What follows belongs to an exercise in optimizing a design on an open flow for small area; a production flow would make more cautious choices.
Where RTL was checked, it was by simulation tests only, not by an equivalence proof against the original.

// fir_sym_filter
module fir_sym_filter (
    input  logic               clk,
    input  logic               rst,
    input  logic               in_valid,
    input  logic               in_last,
    input  logic signed [15:0] in_sample,
    output logic               out_valid,
    output logic               out_last,
    output logic signed [31:0] out_sample
);
    logic               step;
    logic               flushing;
    logic               warm8;
    logic signed [15:0] head;
    logic [255:0]       line;
    logic [19:0]      y_lo, y_lo_q;       
    logic [8:0]      y_h0, y_h1;         
    logic [8:0]      y_h0_q, y_h1_q;
    logic               y_c, y_c_q;         
    logic [28:0]        y_sum;
    fir_flush_ctrl u_ctrl (
        .clk       (clk),
        .rst       (rst),
        .in_valid  (in_valid),
        .in_last   (in_last),
        .step      (step),
        .flushing  (flushing),
        .warm8     (warm8),
        .out_valid (out_valid),
        .out_last  (out_last)
    );
    assign head = (in_valid && !flushing) ? in_sample : '0;
    fir_fold_line #(.LINE_LEN(16)) u_line (
        .clk   (clk),
        .step  (step),
        .warm8 (warm8),
        .head  (head),
        .line  (line)
    );
    fir_tap_chain u_sum (
        .x0 (line[7*16  +: 16]),
        .x2 (line[9*16  +: 16]),
        .x3 (line[10*16 +: 16]),
        .x4 (line[11*16 +: 16]),
        .x5 (line[12*16 +: 16]),
        .x6 (line[13*16 +: 16]),
        .x8 (line[15*16 +: 16]),
        .y_lo (y_lo),
        .y_h0 (y_h0),
        .y_h1 (y_h1),
        .y_c  (y_c)
    );
    always_ff @(posedge clk) begin
        if (step) begin
            y_lo_q <= y_lo;
            y_h0_q <= y_h0;
            y_h1_q <= y_h1;
            y_c_q  <= y_c;
        end
    end
  ...
Size: ~990 cells after synthesis, about 310 flip-flops, about 54 I/O pins, about 17000 um2 of cells after synthesis.
==> flow/config.mk <==
export PLATFORM = sky130hd
export DESIGN_NAME = fir_sym_filter
export DESIGN_NICKNAME = fir_sym_filter
export VERILOG_FILES = /design/flow/design.v
export SDC_FILE = /design/flow/constraint.sdc
export NUM_CORES = 4
export LEC_CHECK = 0
export CAP_MARGIN = 20
export CORE_MARGIN = 2
export CORE_UTILIZATION = 40
export CTS_BUF_LIST = sky130_fd_sc_hd__clkbuf_4 sky130_fd_sc_hd__clkbuf_8
export CTS_CLUSTER_DIAMETER = 60
export CTS_CLUSTER_SIZE = 20
export SLEW_MARGIN = 20
export SYNTH_HIERARCHICAL = 1
export SYNTH_MINIMUM_KEEP_SIZE = 0
==> flow/constraint.sdc <==
create_clock -name core_clock -period 6.5 [get_ports {clk}]
set_input_delay 1.3000 -clock core_clock [delete_from_list [all_inputs] [get_ports {clk}]]
set_output_delay 1.3000 -clock core_clock [all_outputs]
set_load 0.01 [all_outputs]
run.sh (not shown) runs the stock make flow with config.mk's settings and CLKGATE_MAP_FILE= SYNTH_SCRIPT=/design/flow/synth_recipe.tcl, a recipe that flattens the netlist after the stock synthesis.
Rerun with:
--- a/flow/design.v
+++ b/flow/design.v
@@ -24,14 +24,14 @@
 endmodule
 `default_nettype wire
 `timescale 1ns/1ps
 `default_nettype none
 module fir_tap_chain (
     input  logic signed [15:0] x0, x2, x3, x4, x5, x6, x8,
-    output logic [19:0] y_lo,      
-    output logic [8:0] y_h0, y_h1,   
+    output logic [11:0] y_lo,      
+    output logic [16:0] y_h0, y_h1,   
     output logic        y_c        
 );
     logic signed [16:0] a, b, c;
     logic [28:0] r0, r1;
     logic a_c1;
     fir_ha u_a_ha0 (.a(x0[0]), .b(x8[0]), .s(a[0]), .co(a_c1));
@@ -651,15 +651,15 @@
     logic fs244, fc244;
     fir_fa u_fa244 (.a(fs196), .b(fs220), .c(fc219), .s(fs244), .co(fc244));
     logic fs245, fc245;
     fir_fa u_fa245 (.a(fc196), .b(c[16]), .c(fc220), .s(fs245), .co(fc245));
     assign r0 = {1'b1, ~c[16], fs245, fs244, fs243, fs242, fs241, fs240, fs239, fs238, fs237, fs236, fs235, fs234, fs233, fs232, fs231, fs230, fs229, fs228, fs227, fs226, fs225, fs224, fs223, fs222, fs221, b[1], b[0]};
     assign r1 = {1'b0, fc245, fc244, fc243, fc242, fc241, fc240, fc239, fc238, fc237, fc236, fc235, fc234, fc233, fc232, fc231, fc230, fc229, fc228, fc227, fc226, fc225, fc224, fc223, fc222, fc221, hc13, hs13, 1'b0};
-    assign {y_c, y_lo} = 21'(r0[19:0]) + 21'(r1[19:0]);
-    assign y_h0 = r0[28:20];
-    assign y_h1 = r1[28:20];
+    assign {y_c, y_lo} = 13'(r0[11:0]) + 13'(r1[11:0]);
+    assign y_h0 = r0[28:12];
+    assign y_h1 = r1[28:12];
 endmodule
 `default_nettype wire
 `timescale 1ns/1ps
 `default_nettype none
 module fir_fold_line #(
     parameter int              LINE_LEN = 16,
@@ -752,15 +752,15 @@
 );
     logic               step;
     logic               flushing;
     logic               warm8;
     logic signed [15:0] head;
     logic [255:0]       line;
-    logic [19:0]      y_lo, y_lo_q;       
-    logic [8:0]      y_h0, y_h1;         
-    logic [8:0]      y_h0_q, y_h1_q;
+    logic [11:0]      y_lo, y_lo_q;       
+    logic [16:0]      y_h0, y_h1;         
+    logic [16:0]      y_h0_q, y_h1_q;
     logic               y_c, y_c_q;         
     logic [28:0]        y_sum;
     fir_flush_ctrl u_ctrl (
         .clk       (clk),
         .rst       (rst),
         .in_valid  (in_valid),
@@ -797,10 +797,10 @@
             y_lo_q <= y_lo;
             y_h0_q <= y_h0;
             y_h1_q <= y_h1;
             y_c_q  <= y_c;
         end
     end
-    assign y_sum      = {y_h0_q + y_h1_q + 9'(y_c_q), y_lo_q};
+    assign y_sum      = {y_h0_q + y_h1_q + 17'(y_c_q), y_lo_q};
     assign out_sample = {{3{y_sum[28]}}, y_sum};
 endmodule
 `default_nettype wire
Outcome:
- register-to-register slack improved by 0.42 ns
- critical path depth shrinks by 2
- design area hardly moves
- cell count is about the same
- hold slack got worse by 0.019 ns
- setup slack improved by 0.42 ns
- utilization shrinks by 0.99 points
- first-iteration DRC count shrinks by 4.7%
- clock-buffer cell count shrinks by 3
- non-clock buffer count shrinks by 21
Function not checked in the first run of this note: the RTL went through the layout flow alone.

========
Another version of the RTL of fir_sym_filter (not shown whole).
Size in the first run: ~990 cells after synthesis, about 310 flip-flops, ~18000 µm² of cells after synthesis.
==> flow/config.mk <==
export PLATFORM = sky130hd
export DESIGN_NAME = fir_sym_filter
export DESIGN_NICKNAME = fir_sym_filter
export VERILOG_FILES = /design/flow/design.v
export SDC_FILE = /design/flow/constraint.sdc
export NUM_CORES = 4
export LEC_CHECK = 0
export CAP_MARGIN = 20
export CORE_MARGIN = 2
export CORE_UTILIZATION = 40
export CTS_BUF_LIST = sky130_fd_sc_hd__clkbuf_4 sky130_fd_sc_hd__clkbuf_8
export CTS_CLUSTER_DIAMETER = 60
export CTS_CLUSTER_SIZE = 20
export SLEW_MARGIN = 20
export SYNTH_HIERARCHICAL = 1
export SYNTH_MINIMUM_KEEP_SIZE = 0
==> flow/constraint.sdc <==
create_clock -name core_clock -period 6.5 [get_ports {clk}]
set_input_delay 1.3000 -clock core_clock [delete_from_list [all_inputs] [get_ports {clk}]]
set_output_delay 1.3000 -clock core_clock [all_outputs]
set_load 0.01 [all_outputs]
standard.sh (not shown) runs the stock make flow with config.mk's settings and CLKGATE_MAP_FILE= SYNTH_SCRIPT=/design/flow/synth_recipe.tcl, a recipe that flattens the netlist after the stock synthesis.
==> flow/flow/run.sh <==
#!/bin/bash
# The standard layout (standard.sh), with two changes made through
# ORFS's own variables:
#  - the port buffers are the smallest buffer, sky130_fd_sc_hd__buf_1
#    (every input and output port still gets one);
#  - clock tree synthesis inserts no dummy loads, and uses clkbuf_4/clkbuf_8
#    with clusters of up to 20 sinks within 60 um.
# Each tool's full output stays in ORFS's log folder; standard.sh's own
# output goes to standard.log.
export BUFFER_PORTS_ARGS="-buffer_cell sky130_fd_sc_hd__buf_1"
export CTS_ARGS="-sink_clustering_enable -repair_clock_nets -dont_use_dummy_load -buf_list {sky130_fd_sc_hd__clkbuf_4 sky130_fd_sc_hd__clkbuf_8} -sink_clustering_size 20 -sink_clustering_max_diameter 60"
bash standard.sh > standard.log 2>&1
status=$?
cp standard.sh standard_sh_copy.log 2>/dev/null
exit $status
Rerun with:
--- a/flow/design.v
+++ b/flow/design.v
@@ -23,16 +23,16 @@
     assign co = a & b;
 endmodule
 `default_nettype wire
 `timescale 1ns/1ps
 `default_nettype none
 module fir_tap_chain (
     input  logic signed [15:0] x0, x2, x3, x4, x5, x6, x8,
-    output logic [17:0] y_lo,      
-    output logic [10:0] y_h0, y_h1,   
+    output logic [15:0] y_lo,      
+    output logic [12:0] y_h0, y_h1,   
     output logic        y_c        
 );
     logic signed [16:0] a, b, c;
     logic [28:0] r0, r1;
     logic a_c1;
     fir_ha u_a_ha0 (.a(x0[0]), .b(x8[0]), .s(a[0]), .co(a_c1));
     logic a_c2;
@@ -650,17 +650,17 @@
     fir_fa u_fa243 (.a(fs219), .b((~fc193)), .c(fc218), .s(fs243), .co(fc243));
     logic fs244, fc244;
     fir_fa u_fa244 (.a(fs196), .b(fs220), .c(fc219), .s(fs244), .co(fc244));
     logic fs245, fc245;
     fir_fa u_fa245 (.a(fc196), .b(c[16]), .c(fc220), .s(fs245), .co(fc245));
     assign r0 = {1'b1, ~c[16], fs245, fs244, fs243, fs242, fs241, fs240, fs239, fs238, fs237, fs236, fs235, fs234, fs233, fs232, fs231, fs230, fs229, fs228, fs227, fs226, fs225, fs224, fs223, fs222, fs221, b[1], b[0]};
     assign r1 = {1'b0, fc245, fc244, fc243, fc242, fc241, fc240, fc239, fc238, fc237, fc236, fc235, fc234, fc233, fc232, fc231, fc230, fc229, fc228, fc227, fc226, fc225, fc224, fc223, fc222, fc221, hc13, hs13, 1'b0};
-    assign {y_c, y_lo} = 19'(r0[17:0]) + 19'(r1[17:0]);
-    assign y_h0 = r0[28:18];
-    assign y_h1 = r1[28:18];
+    assign {y_c, y_lo} = 17'(r0[15:0]) + 17'(r1[15:0]);
+    assign y_h0 = r0[28:16];
+    assign y_h1 = r1[28:16];
 endmodule
 `default_nettype wire
 `timescale 1ns/1ps
 `default_nettype none
 module fir_fold_line #(
     parameter int              LINE_LEN = 16,
     parameter logic [15:0]     INV_MASK = 16'hE3FF
@@ -751,17 +751,17 @@
     output logic signed [31:0] out_sample
 );
     logic               step;
     logic               flushing;
     logic               warm8;
     logic signed [15:0] head;
     logic [255:0]       line;
-    logic [17:0]      y_lo, y_lo_q;       
-    logic [10:0]      y_h0, y_h1;         
-    logic [10:0]      y_h0_q, y_h1_q;
+    logic [15:0]      y_lo, y_lo_q;       
+    logic [12:0]      y_h0, y_h1;         
+    logic [12:0]      y_h0_q, y_h1_q;
     logic               y_c, y_c_q;         
     logic [28:0]        y_sum;
     fir_flush_ctrl u_ctrl (
         .clk       (clk),
         .rst       (rst),
         .in_valid  (in_valid),
         .in_last   (in_last),
@@ -796,11 +796,11 @@
         if (step) begin
             y_lo_q <= y_lo;
             y_h0_q <= y_h0;
             y_h1_q <= y_h1;
             y_c_q  <= y_c;
         end
     end
-    assign y_sum      = {y_h0_q + y_h1_q + 11'(y_c_q), y_lo_q};
+    assign y_sum      = {y_h0_q + y_h1_q + 13'(y_c_q), y_lo_q};
     assign out_sample = {{3{y_sum[28]}}, y_sum};
 endmodule
 `default_nettype wire
Effect: The changed run finished with timing, DRC and antenna clean. Routed wire length came out lower by 3.0%. Die area hardly moves. Worst hold slack got worse by 0.012 ns. Global-route usage is about the same. Final cell count came out lower by 1.6%. Clock-buffer cell count does not change. Area after synthesis is about the same. First-iteration DRC count came out higher by 1.1%. Setup slack improved by 0.19 ns. Via count came out lower by 3.6%. Clock skew came out higher by 0.011 ns.
No functional check of the RTL was part of the first run of this note.

========
fir_sym_filter, a different RTL version from the one above (not shown whole).
Size in the first run: about 960 cells after synthesis, ~300 flip-flops, ~54 I/O pins, roughly 17000 um^2 of cells after synthesis.
export LEC_CHECK = 0
export CAP_MARGIN = 20
export CORE_MARGIN = 2
export CORE_UTILIZATION = 60
export CTS_BUF_LIST = sky130_fd_sc_hd__clkbuf_4 sky130_fd_sc_hd__clkbuf_8
export CTS_CLUSTER_DIAMETER = 60
export CTS_CLUSTER_SIZE = 20
export PLACE_DENSITY = 0.75
export SLEW_MARGIN = 20
export SYNTH_HIERARCHICAL = 1
export SYNTH_MINIMUM_KEEP_SIZE = 0
create_clock -name core_clock -period 6.5 [get_ports {clk}]
Scripts as last shown in full above: flow/flow/run.sh
Then changed:
--- a/flow/design.v
+++ b/flow/design.v
@@ -27,13 +27,13 @@
 `default_nettype none
 module fir_tap_chain (
     input  logic signed [15:0] x0, x2, x3, x4, x5, x6, x8,
     output logic [15:0] y_lo,      
     output logic        y_c,       
     output logic [12:0] y_hs,      
-    output logic [0:0] y_hc       
+    output logic [1:0] y_hc       
 );
     logic signed [16:0] a, b, c;
     logic [28:0] r0, r1;
     logic a_c1;
     fir_ha u_a_ha0 (.a(x0[0]), .b(x8[0]), .s(a[0]), .co(a_c1));
     logic a_c2;
@@ -651,14 +651,15 @@
     fir_fa u_fa243 (.a(fs195), .b(fs219), .c(fc218), .s(fs243), .co(fc243));
     logic fs244, fc244;
     fir_fa u_fa244 (.a(fc195), .b(c[16]), .c(fc219), .s(fs244), .co(fc244));
     assign r0 = {1'b1, ~c[16], fs244, fs243, fs242, fs241, fs240, fs239, fs238, fs237, fs236, fs235, fs234, fs233, fs232, fs231, fs230, fs229, fs228, fs227, fs226, fs225, fs224, fs223, fs222, fs221, fs220, b[1], b[0]};
     assign r1 = {1'b0, fc244, fc243, fc242, fc241, fc240, fc239, fc238, fc237, fc236, fc235, fc234, fc233, fc232, fc231, fc230, fc229, fc228, fc227, fc226, fc225, fc224, fc223, fc222, fc221, fc220, hc13, hs13, 1'b0};
     assign {y_c, y_lo} = 17'(r0[15:0]) + 17'(r1[15:0]);
-    assign {y_hc[0], y_hs[5:0]} = 7'(r0[21:16]) + 7'(r1[21:16]);
-    assign y_hs[12:6] = r0[28:22] + r1[28:22];
+    assign {y_hc[0], y_hs[3:0]} = 5'(r0[19:16]) + 5'(r1[19:16]);
+    assign {y_hc[1], y_hs[7:4]} = 5'(r0[23:20]) + 5'(r1[23:20]);
+    assign y_hs[12:8] = r0[28:24] + r1[28:24];
 endmodule
 `default_nettype wire
 `timescale 1ns/1ps
 `default_nettype none
 module fir_fold_line #(
     parameter int              LINE_LEN = 16,
@@ -754,13 +755,13 @@
     logic               warm8;
     logic signed [15:0] head;
     logic [255:0]       line;
     logic [15:0]        y_lo, y_lo_q;       
     logic               y_c, y_c_q;         
     logic [12:0]        y_hs, y_hs_q;       
-    logic [0:0]         y_hc, y_hc_q;       
+    logic [1:0]         y_hc, y_hc_q;       
     logic [28:0]        y_sum;
     fir_flush_ctrl u_ctrl (
         .clk       (clk),
         .rst       (rst),
         .in_valid  (in_valid),
         .in_last   (in_last),
@@ -796,10 +797,10 @@
             y_lo_q <= y_lo;
             y_c_q  <= y_c;
             y_hs_q <= y_hs;
             y_hc_q <= y_hc;
         end
     end
-    assign y_sum      = {y_hs_q + 13'(y_c_q) + {6'd0, y_hc_q, 6'd0}, y_lo_q};
+    assign y_sum      = {y_hs_q + 13'(y_c_q) + {4'd0, y_hc_q[1], 3'd0, y_hc_q[0], 4'd0}, y_lo_q};
     assign out_sample = {{3{y_sum[28]}}, y_sum};
 endmodule
 `default_nettype wire
=>
- area after synthesis went up slightly
- fmax went down slightly
- first-iteration DRC count increases by about a fifth
- wire length falls slightly
- sequential cell count grows by 1
Function not checked in the second run of this note: the RTL went through the layout flow alone.

## what the ideal ports hide
In the flow no input, the clock included, has a driving cell. The finished layouts below were timed again as built, in two steps.
Step 1 assumes that a clkbuf_16 drives the clock port and a buf_2 every other input.
Step 2 also shifts input and output timing later by t, the mid clock arrival at the registers, as if the neighbouring blocks saw the same clock.
Three values: ideal ports, drivers, drivers and shift; two values: the first two.
| run | t, ns | setup slack, ns | worst setup path at the end | cell pins on the clock port's net |
|---|---|---|---|---|
| the first run of note 1 | 0.670 | 0.197 / 0.197 / 0.197 | register to register | 1 |
| the second run of note 1 | 0.675 | 0.614 / 0.614 / 0.614 | register to register | 1 |
| the first run of note 2 | 0.633 | 0.250 / 0.250 / 0.250 | register to register | 1 |
| the second run of note 2 | 0.658 | 0.439 / 0.439 / 0.439 | register to register | 1 |
| the first run of note 3 | 0.575 | 0.272 / 0.272 / 0.272 | register to register | 1 |
| the second run of note 3 | 0.594 | 0.254 / 0.254 / 0.254 | register to register | 1 |
After both steps setup and hold are still met in every run listed.
